Source: an optimization exercise on an open RTL-to-GDS flow (aim: small area). Production flows keep margins and buffers that such runs may drop. The RTL was checked by simulation tests, not by an equivalence proof against the original design. Power figures rest on the tool's default switching activity, not on a simulated workload.

==> flow/design.v <==
package pifo_geom_pkg;
    localparam int NUM_RINGS = 28;
    localparam int RING_LEN  = 3;
    localparam int NUM_SLOTS = NUM_RINGS * RING_LEN;    
    localparam int CAPACITY  = 84;
    localparam int OCC_W     = 7;
endpackage
package pifo_node_pkg;
    localparam int PRIO_W  = 12;
    localparam int TAG_W   = 4;                  
    localparam int ENTRY_W = TAG_W + PRIO_W;     
    localparam int HALF_W  = 8;
    localparam int WIN_W   = 6;
    localparam logic [2*HALF_W-1:0] INV_MASK = 16'hFCFC;
    localparam logic [ENTRY_W-1:0] EMPTY_ENTRY = 16'h0FFF;
endpackage
`timescale 1ns/10ps
module pifo_min_select
(
    input  logic i_cand,
    input  logic i_b1_n,
    input  logic i_b0_n,
    input  logic i_z1_n,
    input  logic i_z0_n,
    output logic o_t0x_n,
    output logic o_t00_n,
    output logic o_tx0_n,
    output logic o_cand
);
    logic drop0_n;       
    logic drop1;         
    pifo_g_nand2 u_t0x (.a(i_cand), .b(i_b1_n), .y(o_t0x_n));
    pifo_g_nand3 u_t00 (.a(i_cand), .b(i_b1_n), .c(i_b0_n), .y(o_t00_n));
    pifo_g_nand2 u_tx0 (.a(i_cand), .b(i_b0_n), .y(o_tx0_n));
    pifo_g_o21ai u_k0 (.a1(i_b0_n), .a2(i_z0_n), .b1(i_cand), .y(drop0_n));
    pifo_g_nor2  u_d1 (.a(i_b1_n), .b(i_z1_n), .y(drop1));
    pifo_g_nor2  u_k1 (.a(drop0_n), .b(drop1), .y(o_cand));
endmodule
`timescale 1ns/10ps
module pifo_g_nand2 (input logic a, b, output logic y);
    assign y = ~(a & b);
endmodule
module pifo_g_nand3 (input logic a, b, c, output logic y);
    assign y = ~(a & b & c);
endmodule
module pifo_g_nor2 (input logic a, b, output logic y);
    assign y = ~(a | b);
endmodule
module pifo_g_o21ai (input logic a1, a2, b1, output logic y);
    assign y = ~((a1 | a2) & b1);
endmodule
`timescale 1ns/10ps
import pifo_geom_pkg::*;
import pifo_node_pkg::*;
module pifo_top
(
    input  logic               i_clk,
    input  logic               i_arst_n,
    input  logic               i_push,
    input  logic [ENTRY_W-1:0] i_push_data,
    input  logic               i_pop,
    output logic               o_pop_valid,
    output logic [ENTRY_W-1:0] o_pop_data
);
    localparam int NS = NUM_SLOTS;
    logic [2*HALF_W-1:0] slot_q [NS];    
    logic [NS-1:0]       valid_q;
    logic [NS-1:0]       cand_q;         
    logic [ENTRY_W-1:0]  pend_q;         
    logic                pend_v_q;
    logic                pend_c_q;       
    logic                pcmp_q;         
    logic [PRIO_W-1:0]   min_prio_q;
    logic [WIN_W-1:0]    z_hi_q;         
    logic [TAG_W-1:0]    pop_tag_q;
    logic [OCC_W-1:0]    occ_q;
    logic                phase_q;
    logic                pop_q;          
    logic                empty_q;        
    logic                wait_q;         
    logic                run2_q;         
    logic push_acc;
    logic pop_cmd;
    assign push_acc = i_push && !i_pop && (occ_q != OCC_W'(CAPACITY));
    assign pop_cmd  = i_pop && !i_push;
    always_ff @(posedge i_clk or negedge i_arst_n) begin
        if (!i_arst_n) begin
            occ_q       <= '0;
            pop_q       <= 1'b0;
            o_pop_valid <= 1'b0;
            pcmp_q      <= 1'b0;
            phase_q     <= 1'b0;
            wait_q      <= 1'b0;
            run2_q      <= 1'b0;
        end else begin
            if (push_acc) begin
                occ_q <= occ_q + 1'b1;
            end else if (pop_cmd && occ_q != '0) begin
                occ_q <= occ_q - 1'b1;
            end
            pop_q       <= pop_cmd;
            o_pop_valid <= pop_q;
            pcmp_q      <= push_acc;
            phase_q     <= !phase_q;
            wait_q      <= pop_q && phase_q && !multi;
            run2_q      <= search_start && !multi_pop;
        end
    end
    always_ff @(posedge i_clk) begin
        empty_q <= (occ_q == '0);
        if (push_acc) begin
            pend_q <= i_push_data;
        end
    end
    logic [NUM_RINGS-1:0] ring_ins;
    logic                 ins_any;
    logic                 new_min;
    logic [2*HALF_W-1:0]  pend_word;
    always_comb begin
        logic taken;
        taken = 1'b0;
        for (int r = 0; r < NUM_RINGS; r++) begin
            ring_ins[r] = pend_v_q && !valid_q[r*RING_LEN + RING_LEN-1] && !taken;
            taken       = taken || !valid_q[r*RING_LEN + RING_LEN-1];
        end
        ins_any = pend_v_q && taken;
    end
    assign new_min = pcmp_q && (pend_q[PRIO_W-1:0] < min_prio_q);
    assign pend_word = INV_MASK ^ (phase_q ?
        {pend_q[11:6], pend_q[15:14], pend_q[5:0], pend_q[13:12]} :
        {pend_q[5:0], pend_q[13:12], pend_q[11:6], pend_q[15:14]});
    always_ff @(posedge i_clk or negedge i_arst_n) begin
        if (!i_arst_n) begin
            pend_v_q <= 1'b0;
        end else begin
            pend_v_q <= push_acc || (pend_v_q && !ins_any);
        end
    end
    always_ff @(posedge i_clk) begin
        if (pcmp_q) begin
            pend_c_q <= new_min;
        end
    end
    logic              search_start;
    logic              searching;
    logic [WIN_W-1:0]  z;
    logic [NS-1:0]     s_res;
    assign search_start = !phase_q && (pop_q || wait_q);
    assign searching    = search_start || run2_q;
    logic [3:0][NS-1:0] c_step;
    logic [NS-1:0] t0x [3];
    logic [NS-1:0] t00 [3];
    logic [NS-1:0] tx0 [3];
    assign c_step[3] = search_start ? (valid_q & ~cand_q) : cand_q;
    always_ff @(posedge i_clk) begin
        z_hi_q <= z;
    end
    for (genvar p = 0; p < 3; p++) begin : g_step
        logic z1, z0;
        assign z1 = searching && !(&t0x[p]);
        assign z0 = searching && (z1 ? !(&t00[p]) : !(&tx0[p]));
        for (genvar s = 0; s < NS; s++) begin : g_slot
            pifo_min_select u_bits (
                .i_cand  (c_step[p+1][s]),
                .i_b1_n  (slot_q[s][2*HALF_W-WIN_W+2*p+1]),
                .i_b0_n  (slot_q[s][2*HALF_W-WIN_W+2*p]),
                .i_z1_n  (!z1),
                .i_z0_n  (!z0),
                .o_t0x_n (t0x[p][s]),
                .o_t00_n (t00[p][s]),
                .o_tx0_n (tx0[p][s]),
                .o_cand  (c_step[p][s])
            );
        end
        assign z[2*p+1] = z1;
        assign z[2*p]   = z0;
    end
    assign s_res = c_step[0];
    localparam int GRP = 12;
    localparam int NG  = NS / GRP;
    logic [NS-1:0] seen_before;
    logic [NS-1:0] first;
    logic          multi;
    logic          multi_pop;
    always_comb begin
        logic seen;
        seen = 1'b0;
        for (int g = 0; g < NG; g++) begin
            logic in_seen;
            in_seen = seen;
            for (int i = 0; i < GRP; i++) begin
                seen_before[g*GRP+i] = in_seen;
                in_seen              = in_seen || cand_q[g*GRP+i];
            end
            seen = seen || (|cand_q[g*GRP +: GRP]);
        end
        first = cand_q & ~seen_before;
        multi = |(cand_q & seen_before);
    end
    assign multi_pop = pop_q && multi && !empty_q;     
    always_ff @(posedge i_clk or negedge i_arst_n) begin
        if (!i_arst_n) begin
            min_prio_q <= '1;
        end else begin
            if (run2_q) begin
                min_prio_q <= {~z_hi_q, ~z};
            end else if (new_min) begin
                min_prio_q <= pend_q[PRIO_W-1:0];
            end
        end
    end
    always_ff @(posedge i_clk or negedge i_arst_n) begin
        if (!i_arst_n) begin
            valid_q <= '0;
        end else begin
            for (int r = 0; r < NUM_RINGS; r++) begin
                for (int k = 0; k < RING_LEN; k++) begin
                    int s, src;
                    s   = r*RING_LEN + k;
                    src = (k == 0) ? r*RING_LEN + RING_LEN-1 : s - 1;
                    if (k == 0 && ring_ins[r]) begin
                        valid_q[s] <= 1'b1;
                    end else begin
                        valid_q[s] <= valid_q[src] && !(pop_q && first[src]);
                    end
                end
            end
        end
    end
    always_ff @(posedge i_clk) begin
        for (int r = 0; r < NUM_RINGS; r++) begin
            for (int k = 0; k < RING_LEN; k++) begin
                int s, src;
                s   = r*RING_LEN + k;
                src = (k == 0) ? r*RING_LEN + RING_LEN-1 : s - 1;
                if (k == 0 && ring_ins[r]) begin
                    slot_q[s] <= pend_word;
                    cand_q[s] <= pcmp_q ? new_min : pend_c_q;
                end else begin
                    slot_q[s] <= {slot_q[src][HALF_W-1:0], slot_q[src][2*HALF_W-1:HALF_W]};
                    cand_q[s] <= multi_pop ? (cand_q[src] && seen_before[src]) : (s_res[src] && !new_min);
                end
            end
        end
    end
    localparam int TB = 4;                   
    localparam logic [4*TB-1:0] TAG_POS = {4'd9, 4'd8, 4'd1, 4'd0};
    logic [TB-1:0] tag_rd;
    for (genvar b = 0; b < TB; b++) begin : g_tag
        logic [NS-1:0]        sel_n;
        logic [NUM_RINGS-1:0] ring_hit;
        for (genvar s = 0; s < NS; s++) begin : g_s
            pifo_g_nand2 u_sel (.a(first[s]), .b(slot_q[s][TAG_POS[4*b +: 4]]), .y(sel_n[s]));
        end
        for (genvar r = 0; r < NUM_RINGS; r++) begin : g_r
            pifo_g_nand3 u_ring (.a(sel_n[3*r]), .b(sel_n[3*r+1]), .c(sel_n[3*r+2]), .y(ring_hit[r]));
        end
        assign tag_rd[b] = |ring_hit;
    end
    logic [1:0] tag_up;
    logic [1:0] tag_lo;
    assign tag_up = tag_rd[3:2];
    assign tag_lo = tag_rd[1:0];
    always_ff @(posedge i_clk) begin
        if (pop_q) begin
            pop_tag_q <= empty_q ? EMPTY_ENTRY[ENTRY_W-1:PRIO_W] :
                         (phase_q ? {tag_lo, tag_up} : {tag_up, tag_lo});
        end
    end
    assign o_pop_data = {pop_tag_q, min_prio_q};
endmodule
Settings: LEC_CHECK=0, ABC_AREA=1, CAP_MARGIN=20, CORE_MARGIN=2, CORE_UTILIZATION=40, CTS_CLUSTER_DIAMETER=100, CTS_CLUSTER_SIZE=28, SLEW_MARGIN=20, SYNTH_HIERARCHICAL=1, SYNTH_MINIMUM_KEEP_SIZE=0; clock period 12.0 ns.
run.sh (not shown) runs the stock make flow with config.mk's settings and CLKGATE_MAP_FILE= SYNTH_SCRIPT=/design/flow/synth_recipe.tcl, a recipe that flattens the netlist after the stock synthesis.
Edit:
GPL_TIMING_DRIVEN = 0   (was default)
The changed run ran to the end with no violations; first-iteration DRC count is higher by 4.9%; clock power is higher by about 1%; die area is unchanged; synthesized area is unchanged; cell area is higher by 1.5%.

## what the ideal ports hide
Ports are ideal in the flow. The routed layouts listed here were re-timed in OpenROAD. Step 1 sets driving cells, clkbuf_16 on the clock port and buf_2 on the other inputs (assumed; they add their load-dependent delay and slew). Step 2, shift: input delay + t, output delay - t, t = (earliest + latest rising clock arrival at the registers) / 2. This alone moves slack from input paths to output paths. Three values: ideal, step 1, step 2; two values: the first two.
| run | shift t [ns] | setup WS [ns] | hold slack, ns | latest minus earliest clock arrival (ns) |
|---|---|---|---|---|
| the first run | 0.768 | 0.530 / 0.530 / 0.530 | 0.314 / 0.314 / 0.314 | 0.054 / 0.054 |
| the second run | 0.777 | 0.213 / 0.213 / 0.213 | 0.319 / 0.319 / 0.319 | 0.043 / 0.042 |
After both steps setup and hold are still met in every run listed.
